Context: an optimization exercise on an open-source flow, tuned for small area. The choices shown serve that exercise and are no tape-out recipe.
Only simulation tests tie the RTL to the original design; equivalence was not proved.
No activity file was given, so power comes from the tool's default toggle rates.

**flow/run.sh**
```bash
#!/bin/bash
# synth_recipe.tcl (not shown) runs the flow's synth.tcl, then flattens the netlist and writes it again
# the make line also repeats each setting of config.mk as NAME=value (left out here)
make -C /OpenROAD-flow-scripts/flow DESIGN_CONFIG=/design/flow/config.mk WORK_HOME=/design/flow/orfs CLKGATE_MAP_FILE= SYNTH_SCRIPT=/design/flow/synth_recipe.tcl finish
```
**flow/constraint.sdc**
```tcl
create_clock -name core_clock -period 8.0 [get_ports {clock}]
set_input_delay 1.6000 -clock core_clock [delete_from_list [all_inputs] [get_ports {clock}]]
set_output_delay 1.6000 -clock core_clock [all_outputs]
set_load 0.01 [all_outputs]
```
**flow/design.v**
```verilog
package memory_pkg;
    localparam int MEM_DEPTH = 32;
    localparam int MEM_WIDTH = 64;
    typedef enum logic {INIT, READY} init_state_e;
    function automatic logic byte_parity(input logic [7:0] b);
        return (^b);
    endfunction
endpackage
module m1r1w_oai22 (input logic a1, a2, b1, b2, output logic y);
    assign y = ~((a1 | a2) & (b1 | b2));
endmodule
module m1r1w_nor4 (input logic a, b, c, d, output logic y);
    assign y = ~(a | b | c | d);
endmodule
module m1r1w_nand4 (input logic a, b, c, d, output logic y);
    assign y = ~(a & b & c & d);
endmodule
module m1r1w_nand2 (input logic a, b, output logic y);
    assign y = ~(a & b);
endmodule
module m1r1w_nor2 (input logic a, b, output logic y);
    assign y = ~(a | b);
endmodule
module m1r1w_xor2 (input logic a, b, output logic y);
    assign y = a ^ b;
endmodule
module m1r1w_inv (input logic a, output logic y);
    assign y = ~a;
endmodule
module m1r1w_aoi222 (input logic a1, a2, b1, b2, c1, c2, output logic y);
    assign y = ~((a1 & a2) | (b1 & b2) | (c1 & c2));
endmodule
module m1r1w_aoi22 (input logic a1, a2, b1, b2, output logic y);
    assign y = ~((a1 & a2) | (b1 & b2));
endmodule
module m1r1w_nand3 (input logic a, b, c, output logic y);
    assign y = ~(a & b & c);
endmodule
module m1r1w_nor3 (input logic a, b, c, output logic y);
    assign y = ~(a | b | c);
endmodule
module m1r1w_or3xnor (input logic a, b, c, p, output logic y);
    assign y = ~((a | b | c) ^ p);
endmodule
module memory_1r1w_write_first
#(
    parameter int DEPTH  = memory_pkg::MEM_DEPTH,
    parameter int WIDTH  = memory_pkg::MEM_WIDTH,
    parameter int ADDR_W = $clog2(DEPTH)
) (
    input  logic                 clock,
    input  logic                 reset,
    input  logic                 ren,
    input  logic [ADDR_W-1:0]    raddr,
    output logic                 rvalid,
    output logic [WIDTH-1:0]     rdata,
    output logic                 rerr,
    input  logic                 wen,
    input  logic [ADDR_W-1:0]    waddr,
    input  logic [WIDTH-1:0]     wdata,
    input  logic [WIDTH/8-1:0]   wmask,
    output logic                 busy
);
    localparam int NB = WIDTH / 8;
    localparam logic [ADDR_W-1:0] LAST = ADDR_W'(DEPTH - 1);
    logic [ADDR_W-1:0] cnt;
    logic              ph;
    always_ff @(posedge clock or negedge reset) begin
        if (!reset) begin
            busy <= 1'b1;
            cnt  <= '0;
            ph   <= 1'b0;
        end else begin
            if (busy) begin
                if (cnt == LAST) busy <= 1'b0;
                else             cnt  <= cnt + ADDR_W'(1);
            end
            ph <= ~busy & ~ph;
        end
    end
    logic [DEPTH-1:0] nws, wsb;
    logic [NB-1:0]    nmb, mb;
    logic [WIDTH-1:0] dcol, wdn;
    always_comb begin
        for (int w = 0; w < DEPTH; w++) begin
            nws[w] = ~(busy | (wen & (waddr == ADDR_W'(w))));
            wsb[w] = ~busy & wen & (waddr == ADDR_W'(w));
        end
        nmb = ~(wmask | {NB{busy}});
        mb  = wmask;
    end
    genvar w, b, i, j;
    generate
        for (i = 0; i < WIDTH; i++) begin : g_col
            m1r1w_xor2 u_dcol (.a(wdata[i]), .b(ph), .y(dcol[i]));
            m1r1w_inv  u_wdn  (.a(wdata[i]), .y(wdn[i]));
        end
    endgenerate
    logic [WIDTH-1:0] q  [DEPTH];
    logic [WIDTH-1:0] qn [DEPTH];
    generate
        for (w = 0; w < DEPTH; w++) begin : g_w
            for (b = 0; b < NB; b++) begin : g_b
                logic we, hn;
                m1r1w_nor2  u_we (.a(nws[w]), .b(nmb[b]), .y(we));
                m1r1w_nand2 u_hn (.a(wsb[w]), .b(mb[b]),  .y(hn));
                for (i = b * 8; i < b * 8 + 8; i++) begin : g_i
                    m1r1w_oai22 u_d (.a1(q[w][i]), .a2(we), .b1(dcol[i]), .b2(hn), .y(qn[w][i]));
                end
            end
        end
    endgenerate
    always_ff @(posedge clock) begin
        for (int k = 0; k < DEPTH; k++) q[k] <= qn[k];
    end
    logic [DEPTH-1:0] rs;           
    logic             hold, rd_act, hit;
    logic [NB-1:0]    fwd, sel;
    always_comb begin
        for (int k = 0; k < DEPTH; k++) rs[k] = (raddr == ADDR_W'(k));
        rd_act = ~busy & ren;
        hold   = ~rd_act;
        hit    = rd_act & wen & (waddr == raddr);
        fwd    = {NB{hit}} & wmask;
        sel    = {NB{rd_act}} & ~fwd;
    end
    logic [WIDTH-1:0] rd_next;
    generate
        for (i = 0; i < WIDTH; i++) begin : g_rd
            logic [10:0] p;             
            logic [2:0]  x;             
            logic vn, rn;
            for (j = 0; j < 10; j++) begin : g_p
                m1r1w_aoi222 u_p (.a1(rs[3*j]), .a2(q[3*j][i]), .b1(rs[3*j+1]), .b2(q[3*j+1][i]),
                                  .c1(rs[3*j+2]), .c2(q[3*j+2][i]), .y(p[j]));
            end
            m1r1w_aoi222 u_p10 (.a1(rs[30]), .a2(q[30][i]), .b1(rs[31]), .b2(q[31][i]),
                               .c1(rs[31]), .c2(q[31][i]), .y(p[10]));
            m1r1w_nand4 u_x0 (.a(p[0]), .b(p[1]), .c(p[2]),  .d(p[3]), .y(x[0]));
            m1r1w_nand4 u_x1 (.a(p[4]), .b(p[5]), .c(p[6]),  .d(p[7]), .y(x[1]));
            m1r1w_nand3 u_x2 (.a(p[8]), .b(p[9]), .c(p[10]), .y(x[2]));
            m1r1w_or3xnor u_v (.a(x[0]), .b(x[1]), .c(x[2]), .p(ph), .y(vn));
            m1r1w_inv   u_r (.a(rdata[i]), .y(rn));
            m1r1w_aoi222 u_o (.a1(hold), .a2(rn), .b1(fwd[i/8]), .b2(wdn[i]),
                              .c1(sel[i/8]), .c2(vn), .y(rd_next[i]));
        end
    endgenerate
    always_ff @(posedge clock or negedge reset) begin
        if (!reset) begin
            rvalid <= 1'b0;
            rdata  <= '0;
        end else begin
            rvalid <= rd_act;
            rdata  <= rd_next;
        end
    end
    assign rerr = 1'b0;
endmodule
```
**flow/config.mk**
```make
export PLATFORM = sky130hd
export DESIGN_NAME = memory_1r1w_write_first
export DESIGN_NICKNAME = memory_1r1w_write_first
export VERILOG_FILES = /design/flow/design.v
export SDC_FILE = /design/flow/constraint.sdc
export NUM_CORES = 4
export LEC_CHECK = 0
export CAP_MARGIN = 20
export CORE_MARGIN = 2
export CORE_UTILIZATION = 40
export SLEW_MARGIN = 20
export SYNTH_HIERARCHICAL = 1
```
==> results.py <==
metrics = {
    "critical_path": {
        "crit_type": "reg -> out",
        "r2r_cells": 5,
        "crit_fanout": 39,
        "ff2ff_setup_slack_ps": 3970,
        "crit_arrival_ps": 3270,
        "end_kind": "output port",
        "regToRegEndpoint": "rdata[15]",
        "cp-start-kind": "flip-flop",
        "timing.rr.start": "busy",
        "required_ps": 6400,
    },
    "floorplanning": {
        "start_util_pct": 40.2,
        "row_count": 153,
        "die_h_um": 422,
        "die_area_um2": 178000,
        "coreArea_um2": 174000,
        "boundaryPins": 153,
        "die_w_um": 422,
    },
    "cells_and_area": {
        "nNetsFinal": 6735,
        "drive_gt1_share_pct": 10.4,
        "syn2layout_area_growth_pct": 21.0,
        "finalCoreUtilization_pct": 48.6,
        "final_cells": 9174,
    },
    "hold_path": {
        "hp-start": "q[19][47]",
        "hold_depth": 1,
        "hold_end": "q[19][47]",
        "min_path_type": "reg -> reg",
    },
    "drt": {
        "postRouteAntennaNets": 0,
        "drt_iter0_drc": 12319,
        "vias": 65508,
        "first_pass_iters": 13,
        "viasPerCell": 7.14,
        "drt-total-wl_um": 295000,
        "route.detailed.drc": 0,
        "post_drt_wl_per_cell_um": 32.1,
    },
    "global_routing": {
        "track_usage_pct": 31.4,
        "grt_pass1_vias": 61278,
        "grt-ovfl-total": 0,
        "antenna_found_initial": 19,
        "grt_pass1_wl_um": 420000,
        "grt_max_degree": 66,
    },
    "timing": {
        "finalCritPeriodShare_pct": 60.9,
        "slew_headroom_pct": 11.8,
        "period_needed_ps": 4870,
        "fin_worst_skew_ps": 37.3,
        "drv_slew": 0,
        "finalHoldViolCount": 0,
        "worstMarginPinSlew_ps": 1320,
        "fin_ws_ps": 3130,
        "rsz0062_at_grt": "false",
        "setup-tns-final_ps": 0,
        "max_freq_ghz": 0.205,
        "final-setup-viol-count": 0,
    },
    "pwr": {
        "switching_share_pct": 25.5,
        "internal-power_w": 0.0194,
        "p_leak_nw": 29.8,
        "clkPwrFrac_pct": 38.1,
        "switchingPower_w": 0.00664,
        "ir_drop_mv": 0.212,
        "power_density_nw_per_um2": 308,
        "p_comb_share_pct": 9.8,
        "seqPwrFrac_pct": 52.0,
    },
    "yosys": {
        "synth_edf_count": 0,
        "synthArstFlopShare_pct": 3.40,
        "ys_types": 40,
        "synth_nets": 6269,
        "syn_area_um2": 69800,
        "netlist_instances": 6181,
        "synth.avg_cell_area_um2": 11.3,
        "ys_seq_area_share_pct": 61.4,
        "synth_ff_type": "dfxtp_1",
        "yosys_warnings": 10,
        "ys_ff_latch": 2120,
    },
    "cts": {
        "cts_tree": "done",
        "cts_buffer_depth": 3,
        "cts-buffers-inserted": 208,
        "cts_root_buf": "clkbuf_16",
        "ctsHoldBuffers": 0,
        "clk_latency_ps": 870,
        "cts_resized": 0,
        "htreeDepth": 4,
        "clk_pin_slew_worst_paths_ps": 60,
        "post_cts_buffers": 0,
        "cts_sinks": 2120,
    },
    "placed_design": {
        "dp.cells": 8746,
        "dpl_worst_slack_ps": 2480,
        "io_buffers": 151,
        "gp_congestion": 0.926,
        "dp_hpwl_um": 183000,
    },
    "status": {
        "outcome": "timing/DRC/antenna clean",
    },
    "job": {
        "drv_cap": 0,
    },
}
[cell families (layout without fill, tap and decap cells)]
logic type	count (synthesis)	in the layout	synth area share, %
buf+inv	155	793	0.893
compound gates	2856	2856	29.7
fa+ha+maj	2	2	0.0359
other cells	1	31	0.00538
simple gates	909	909	6.27
mux	2	2	0.0323
xor+xnor	136	136	1.72
flops	2120	2120	61.4
[critical path: stages, from the launching register on]
cell,delay [ps]
dfstp_2,870
buf_4,810
clkdlybuf4s50_1,690
[cell usage in the layout, fill, tap and decap left out, drive strengths merged, types with 66 or more instances in the layout]
cell and instances:
a222oi 768, buf 133, clkbuf 315, clkdlybuf4s50 149
dfrtp 71, dfxtp 2048, inv 132, nand2 266
nand3 69, nand4 129, nor2 338, nor3 66
o22ai 2048, xor2 134
[Yosys stat by module, one instance, submodules excluded]
module                   cells  flip-flops and latches  times used
memory_1r1w_write_first   2341                    2120           1
m1r1w_inv                    1                       0         128
m1r1w_nand2                  1                       0         256
m1r1w_nand4                  1                       0         128
m1r1w_nand3                  1                       0          64
m1r1w_nor2                   1                       0         256
m1r1w_aoi222                 1                       0         768
m1r1w_or3xnor                2                       0          64
m1r1w_oai22                  1                       0        2048
m1r1w_xor2                   1                       0          64
[state kept, by name, indices dropped and copies added, names as in the netlist]
register / flops
busy: 1
ph: 1
q: 2048
rvalid: 1
rdata: 64
cnt: 5
[through the flow]
step | area, um^2 | total power (W) | hold slack [ps]
4_1_cts | 83900 | 0.0259 | 445
5_1_grt | 84300 | 0.0269 | 451
6_report | 84400 | 0.0260 | 441
2_1_floorplan | 69800 | 0.0150 | 421
3_3_place_gp | 76800 | 0.0160 | 428
3_5_place_dp | 76900 | 0.0162 | 436
[final cells by class]
cell class,instances,area [um^2]
well taps,2325,2910
multi-input cells,3906,28200
clock inverters,67,810
diodes,30,75.1
fillers,15606,89200
flip-flops and latches,2120,42800
inverters,129,484
repair buffers,282,2950
clock buffers,315,6150
[routing by layer]
layer  GRT usage [%]  wire length, um
met1            39.9           111000
met2            45.1           126000
met3            10.9            38400
met4            20.6            19100
met5           0.968               75
[worst max path at each step]
stage                     startpoint        end  slack, ps  cells after the start
after detailed placement    raddr[3]  rdata[18]       2480                      9
after global placement           wen  q[22][53]       1970                      7
after floorplan             raddr[4]   rdata[0]        790                      8
after global routing            busy       busy       3140                      2
after CTS                       busy       busy       3130                      2
final                           busy       busy       3130                      2
[power groups by stage]
stage,registers [W],logic (W),clock network (W)
finish,0.0135,0.00256,0.00992
global route,0.0137,0.00273,0.0104
CTS,0.0135,0.00248,0.00997
detailed placement,0.0137,0.00249,0
global placement,0.0137,0.00238,0
floorplan,0.0135,0.00160,0
[cells in the mapped netlist, types with 2 or more instances]
library cell | count | area (um^2)
dfrtp_1 | 71 | 1780
or3b_2 | 2 | 17.5
buf_4 | 3 | 22.5
xnor2_1 | 2 | 17.5
a31oi_1 | 12 | 75.1
nor2b_1 | 5 | 31.3
a222oi_1 | 768 | 7690
a21oi_1 | 28 | 140
and3_1 | 11 | 68.8
ha_1 | 2 | 25.0
mux2_2 | 2 | 22.5
dfxtp_1 | 2048 | 41000
buf_2 | 12 | 60.1
nor3_2 | 64 | 641
nor3b_1 | 3 | 22.5
nand4_1 | 129 | 807
buf_6 | 2 | 22.5
and3_2 | 6 | 45.0
nand3_1 | 69 | 345
inv_1 | 129 | 484
nand2b_1 | 5 | 31.3
nor2_2 | 2 | 12.5
nand2_1 | 266 | 998
o22ai_1 | 2048 | 12800
nor2_1 | 336 | 1260
xor2_1 | 133 | 1160
nand3b_1 | 3 | 22.5
clkbuf_1 | 8 | 30.0

[static timing again, ports no longer ideal]
The results above use ideal ports. As a check the final layout listed here was re-extracted and re-timed, cells and wires unchanged.
Step 1, drivers: a clkbuf_16 drives clock and a buf_2 each remaining input, both assumed.
Step 2 times the ports against the registers' clock, not the clock port: input delays grow and output delays shrink by t, the midpoint of the rising clock arrivals with the driver on.
Three values: no drivers, after step 1, after step 2; two values: the first two.
shift t [ns]: 0.929
setup WS [ns]: 3.129 / 3.050 / 2.309
clock arrival spread, ns: 0.044 / 0.043
slew at the worst register clock pin (ns): 0.07 / 0.07
After both steps setup and hold are still met in this run. For this run, drivers alone change the setup slack by -0.079 ns; drivers and shift together by -0.820 ns.
